This is an optimization exercise on Yosys and OpenROAD, whose aim is small area and a short achievable clock period, not a production implementation.
Power and IR drop assume default switching activity.

==> inputs of job 9383 <==
==> flow/design.v <==
`timescale 1ns/1ns
`default_nettype none
module enigma_top (
    input  wire       clk,
    input  wire       srstn,
    input  wire       load_i,
    input  wire       encrypt_i,
    input  wire [5:0] code_i,
    output wire [5:0] code_o,
    output wire       code_valid_o
);
    logic             loading_q;
    logic             ready_q;
    logic [63:0][5:0] ring_q;
    logic [63:0]      vld_q;
    logic [5:0]       q_q;
    logic [5:0]       r_q;
    logic             pend_q;
    logic [5:0]       u_q;
    logic [5:0]       uc_q;
    logic [5:0]       jh_q;
    logic [5:0]       jw_q;
    logic             anyh_q;
    logic             anyw_q;
    logic             valid_q;
    wire ld_acc  = load_i & ~ready_q;
    wire enc_acc = encrypt_i & ready_q;
    always_ff @(posedge clk) begin
        if (!srstn) begin
            loading_q <= 1'b0;
            ready_q   <= 1'b0;
        end else begin
            loading_q <= load_i & ~ready_q;
            ready_q   <= ready_q | (loading_q & ~load_i);
        end
    end
    always_ff @(posedge clk) begin
        ring_q <= {ring_q[62:0], ld_acc ? code_i : ring_q[63]};
    end
    always_ff @(posedge clk) begin
        if (!srstn) begin
            vld_q <= '0;
        end else begin
            vld_q <= {vld_q[62:0], ld_acc | vld_q[63]};
        end
    end
    always_ff @(posedge clk) begin
        if (ld_acc) begin
            q_q <= 6'd0;
        end else begin
            q_q <= q_q + 6'd1 + {5'd0, enc_acc};
        end
    end
    wire [2:0] x_lo = code_i[2:0];
    wire [2:0] x_hi = code_i[5:3];
    wire [2:0] q_lo = q_q[2:0];
    wire [2:0] q_hi = q_q[5:3];
    wire       brw  = (x_lo >= q_lo);
    logic [7:0]      sel_lo;
    logic [7:0]      eq_hi;
    logic [7:0]      sel_hi;
    logic [7:0][6:0] grp;
    logic [6:0]      fva;
    always_comb begin
        for (int l = 0; l < 8; l++) begin
            sel_lo[l] = (x_lo == 3'(q_lo - 3'(l) - 3'd1));
            eq_hi[l]  = (x_hi == 3'(q_hi - 3'(l)));
        end
        for (int h = 0; h < 8; h++) begin
            sel_hi[h] = brw ? eq_hi[(h + 1) % 8] : eq_hi[h];
        end
        fva = '0;
        for (int h = 0; h < 8; h++) begin
            grp[h] = '0;
            for (int l = 0; l < 8; l++) begin
                grp[h] = grp[h] | ({vld_q[8*h+l], ring_q[8*h+l]} & {7{sel_lo[l]}});
            end
            fva = fva | (grp[h] & {7{sel_hi[h]}});
        end
    end
    wire [5:0] fa = fva[5:0];
    wire       va = fva[6];
    wire [5:0] ra = va ? ~fa : 6'h3f;
    always_ff @(posedge clk) begin
        u_q    <= q_q;
        r_q    <= ra;
        pend_q <= srstn & enc_acc;
    end
    wire [5:0] u  = u_q;
    wire       rz = (r_q == 6'd0);
    logic [63:0] w;
    logic [63:0] hm;
    always_comb begin
        for (int j = 0; j < 64; j++) begin
            w[j]  = vld_q[j] ? (ring_q[j] == r_q) : rz;
            hm[j] = w[j] & (6'(j) <= u);
        end
    end
    function automatic logic [5:0] msb64(input logic [63:0] v);
        logic [31:0]      a1;
        logic [15:0]      a2;
        logic [7:0]       a3;
        logic [3:0]       a4;
        logic [1:0]       a5;
        logic [31:0]      i1;
        logic [15:0][1:0] i2;
        logic [7:0][2:0]  i3;
        logic [3:0][3:0]  i4;
        logic [1:0][4:0]  i5;
        for (int n = 0; n < 32; n++) begin
            a1[n] = v[2*n+1] | v[2*n];
            i1[n] = v[2*n+1];
        end
        for (int n = 0; n < 16; n++) begin
            a2[n] = a1[2*n+1] | a1[2*n];
            i2[n] = a1[2*n+1] ? {1'b1, i1[2*n+1]} : {1'b0, i1[2*n]};
        end
        for (int n = 0; n < 8; n++) begin
            a3[n] = a2[2*n+1] | a2[2*n];
            i3[n] = a2[2*n+1] ? {1'b1, i2[2*n+1]} : {1'b0, i2[2*n]};
        end
        for (int n = 0; n < 4; n++) begin
            a4[n] = a3[2*n+1] | a3[2*n];
            i4[n] = a3[2*n+1] ? {1'b1, i3[2*n+1]} : {1'b0, i3[2*n]};
        end
        for (int n = 0; n < 2; n++) begin
            a5[n] = a4[2*n+1] | a4[2*n];
            i5[n] = a4[2*n+1] ? {1'b1, i4[2*n+1]} : {1'b0, i4[2*n]};
        end
        msb64 = a5[1] ? {1'b1, i5[1]} : {1'b0, i5[0]};
    endfunction
    always_ff @(posedge clk) begin
        uc_q    <= u;
        jh_q    <= msb64(hm);
        jw_q    <= msb64(w);
        anyh_q  <= |hm;
        anyw_q  <= |w;
        valid_q <= srstn & pend_q;
    end
    wire [5:0] js = anyh_q ? jh_q : jw_q;
    wire [5:0] sa = uc_q;
    wire [5:0] sb = ~js;
    wire [5:0] sg = sa & sb;
    wire [5:0] st = sa | sb;
    wire [5:0] sp = sa ^ sb;
    wire [6:0] sc;
    assign sc[0] = 1'b1;
    assign sc[1] = st[0];
    assign sc[2] = sg[1] | (st[1] & st[0]);
    assign sc[3] = sg[2] | (st[2] & sg[1]) | (st[2] & st[1] & st[0]);
    wire       g30 = sg[3] | (st[3] & sc[3]);
    assign sc[4] = g30;
    assign sc[5] = sg[4] | (st[4] & sg[3]) | (st[4] & st[3] & sc[3]);
    assign sc[6] = 1'b0;
    assign code_o       = (sp ^ sc[5:0]) & {6{anyw_q}};
    assign code_valid_o = valid_q;
endmodule
`default_nettype wire
==> flow/flow/run.sh <==
#!/bin/bash
set -o pipefail
cp standard.sh standard_sh.log
export BUFFER_PORTS_ARGS="-buffer_cell sky130_fd_sc_hd__buf_4"
bash standard.sh > standard.log 2>&1
==> flow/standard.sh <==
#!/bin/bash
# synth_recipe.tcl (not shown) runs the flow's synth.tcl, then flattens the netlist and writes it again
# the make line also repeats each setting of config.mk as NAME=value (left out here)
make -C /OpenROAD-flow-scripts/flow DESIGN_CONFIG=/design/flow/config.mk WORK_HOME=/design/flow/orfs CLKGATE_MAP_FILE= SYNTH_SCRIPT=/design/flow/synth_recipe.tcl "${@:-finish}"
==> flow/config.mk <==
export PLATFORM = sky130hd
export DESIGN_NAME = enigma_top
export DESIGN_NICKNAME = enigma_top
export VERILOG_FILES = /design/flow/design.v
export SDC_FILE = /design/flow/constraint.sdc
export NUM_CORES = 4
export LEC_CHECK = 0
export CAP_MARGIN = 20
export CORE_MARGIN = 2
export CORE_UTILIZATION = 60
export CTS_BUF_LIST = sky130_fd_sc_hd__clkbuf_16
export CTS_CLUSTER_DIAMETER = 100
export CTS_CLUSTER_SIZE = 22
export SETUP_SLACK_MARGIN = 2.5
export SLEW_MARGIN = 20
==> flow/constraint.sdc <==
create_clock -name core_clock -period 6.0 [get_ports {clk}]
set_input_delay 1.2000 -clock core_clock [delete_from_list [all_inputs] [get_ports {clk}]]
set_output_delay 1.2000 -clock core_clock [all_outputs]
set_load 0.01 [all_outputs]
==> job 2728 (differences from job 9383) <==
==> flow/design.v, changed modules only <==
module enigma_top (
    input  wire       clk,
    input  wire       srstn,
    input  wire       load_i,
    input  wire       encrypt_i,
    input  wire [5:0] code_i,
    output wire [5:0] code_o,
    output wire       code_valid_o
);
    logic             loading_q;
    logic             ready_q;
    logic [63:0][5:0] ring_q;
    logic [63:0]      vld_q;
    logic [5:0]       q_q;
    logic [5:0]       r_q;
    logic             pend_q;
    logic [5:0]       y_q;
    logic             valid_q;
    wire ld_acc  = load_i & ~ready_q;
    wire enc_acc = encrypt_i & ready_q;
    always_ff @(posedge clk) begin
        if (!srstn) begin
            loading_q <= 1'b0;
            ready_q   <= 1'b0;
        end else begin
            loading_q <= load_i & ~ready_q;
            ready_q   <= ready_q | (loading_q & ~load_i);
        end
    end
    always_ff @(posedge clk) begin
        ring_q <= {ring_q[62:0], ld_acc ? code_i : ring_q[63]};
    end
    always_ff @(posedge clk) begin
        if (!srstn) begin
            vld_q <= '0;
        end else begin
            vld_q <= {vld_q[62:0], ld_acc | vld_q[63]};
        end
    end
    always_ff @(posedge clk) begin
        if (ld_acc) begin
            q_q <= 6'd0;
        end else begin
            q_q <= q_q + 6'd1 + {5'd0, enc_acc};
        end
    end
    wire [5:0] ia = q_q + ~code_i;
    logic [5:0] fa;
    logic       va;
    always_comb begin
        fa = '0;
        va = 1'b0;
        for (int j = 0; j < 64; j++) begin
            fa = fa | (ring_q[j] & {6{ia == 6'(j)}});
            va = va | (vld_q[j] & (ia == 6'(j)));
        end
    end
    wire [5:0] ra = va ? ~fa : 6'h3f;
    always_ff @(posedge clk) begin
        r_q    <= ra;
        pend_q <= srstn & enc_acc;
    end
    wire [5:0] u  = q_q - 6'd2;
    wire       rz = (r_q == 6'd0);
    logic [63:0] w;
    logic [63:0] hm;
    always_comb begin
        for (int j = 0; j < 64; j++) begin
            w[j]  = vld_q[j] ? (ring_q[j] == r_q) : rz;
            hm[j] = w[j] & (6'(j) <= u);
        end
    end
    function automatic logic [5:0] msb64(input logic [63:0] v);
        logic [31:0]      a1;
        logic [15:0]      a2;
        logic [7:0]       a3;
        logic [3:0]       a4;
        logic [1:0]       a5;
        logic [31:0]      i1;
        logic [15:0][1:0] i2;
        logic [7:0][2:0]  i3;
        logic [3:0][3:0]  i4;
        logic [1:0][4:0]  i5;
        for (int n = 0; n < 32; n++) begin
            a1[n] = v[2*n+1] | v[2*n];
            i1[n] = v[2*n+1];
        end
        for (int n = 0; n < 16; n++) begin
            a2[n] = a1[2*n+1] | a1[2*n];
            i2[n] = a1[2*n+1] ? {1'b1, i1[2*n+1]} : {1'b0, i1[2*n]};
        end
        for (int n = 0; n < 8; n++) begin
            a3[n] = a2[2*n+1] | a2[2*n];
            i3[n] = a2[2*n+1] ? {1'b1, i2[2*n+1]} : {1'b0, i2[2*n]};
        end
        for (int n = 0; n < 4; n++) begin
            a4[n] = a3[2*n+1] | a3[2*n];
            i4[n] = a3[2*n+1] ? {1'b1, i3[2*n+1]} : {1'b0, i3[2*n]};
        end
        for (int n = 0; n < 2; n++) begin
            a5[n] = a4[2*n+1] | a4[2*n];
            i5[n] = a4[2*n+1] ? {1'b1, i4[2*n+1]} : {1'b0, i4[2*n]};
        end
        msb64 = a5[1] ? {1'b1, i5[1]} : {1'b0, i5[0]};
    endfunction
    wire [5:0] jstar = (|hm) ? msb64(hm) : msb64(w);
    wire [5:0] y     = (|w) ? (u - jstar) : 6'd0;
    always_ff @(posedge clk) begin
        y_q     <= y;
        valid_q <= srstn & pend_q;
    end
    assign code_o       = y_q;
    assign code_valid_o = valid_q;
endmodule
==> flow/run.sh (new file) <==
#!/bin/bash
# synth_recipe.tcl (not shown) runs the flow's synth.tcl, then flattens the netlist and writes it again
# the make line also repeats each setting of config.mk as NAME=value (left out here)
make -C /OpenROAD-flow-scripts/flow DESIGN_CONFIG=/design/flow/config.mk WORK_HOME=/design/flow/orfs CLKGATE_MAP_FILE= SYNTH_SCRIPT=/design/flow/synth_recipe.tcl finish
CORE_UTILIZATION = 40   (was 60)
CTS_BUF_LIST = unset   (was sky130_fd_sc_hd__clkbuf_16)
CTS_CLUSTER_DIAMETER = unset   (was 100)
CTS_CLUSTER_SIZE = unset   (was 22)
removed: flow/flow/run.sh
removed: flow/standard.sh
==> run notes <==
Job 9383 went through all stages and came out clean. Job 2728 finished with timing, DRC and antenna clean.
In job 9383 the clock power is smaller than in job 2728, by about 46%.
Against job 9383, the first-iteration DRC count of job 2728 is larger by about 16%.
Against job 2728, the via count of job 9383 is smaller by about 15%.
Between job 2728 and job 9383, the lower sequential power is in job 2728 (gap about 2%, measured against job 9383).
Between job 9383 and job 2728, the lower worst hold slack is in job 9383 (gap 0.011 ns).
Area after synthesis: job 2728 is larger than job 9383 (2.2%).
No run of this note included a check of the RTL's function; only the layout flow was run.

-- port drivers added, routing unchanged --
Ports are ideal in the flow. The routed layouts listed here were re-timed in OpenROAD. Step 1 sets driving cells, clkbuf_16 on the clock port and buf_2 on the other inputs (assumed; they add their load-dependent delay and slew). Step 2 adds t to the input delays and takes it off the output delays; t is the mean of the earliest and latest rising clock arrival at the registers after step 1. Input paths then give back, and output paths get back, about the clock's delay inside the block. Three values: ideal ports, drivers, drivers and shift; two values: the first two.
run	t (ns)	slack for setup (ns)	pins driven straight from the clock port
job 9383	0.640	2.287 / 2.231 / 1.915	1
job 2728	0.678	1.323 / 1.323 / 1.323	1
After both steps every run listed still meets setup and hold. The setup slack of job 9383, which loses most, moves by -0.056 ns with the drivers and by -0.372 ns with both steps.
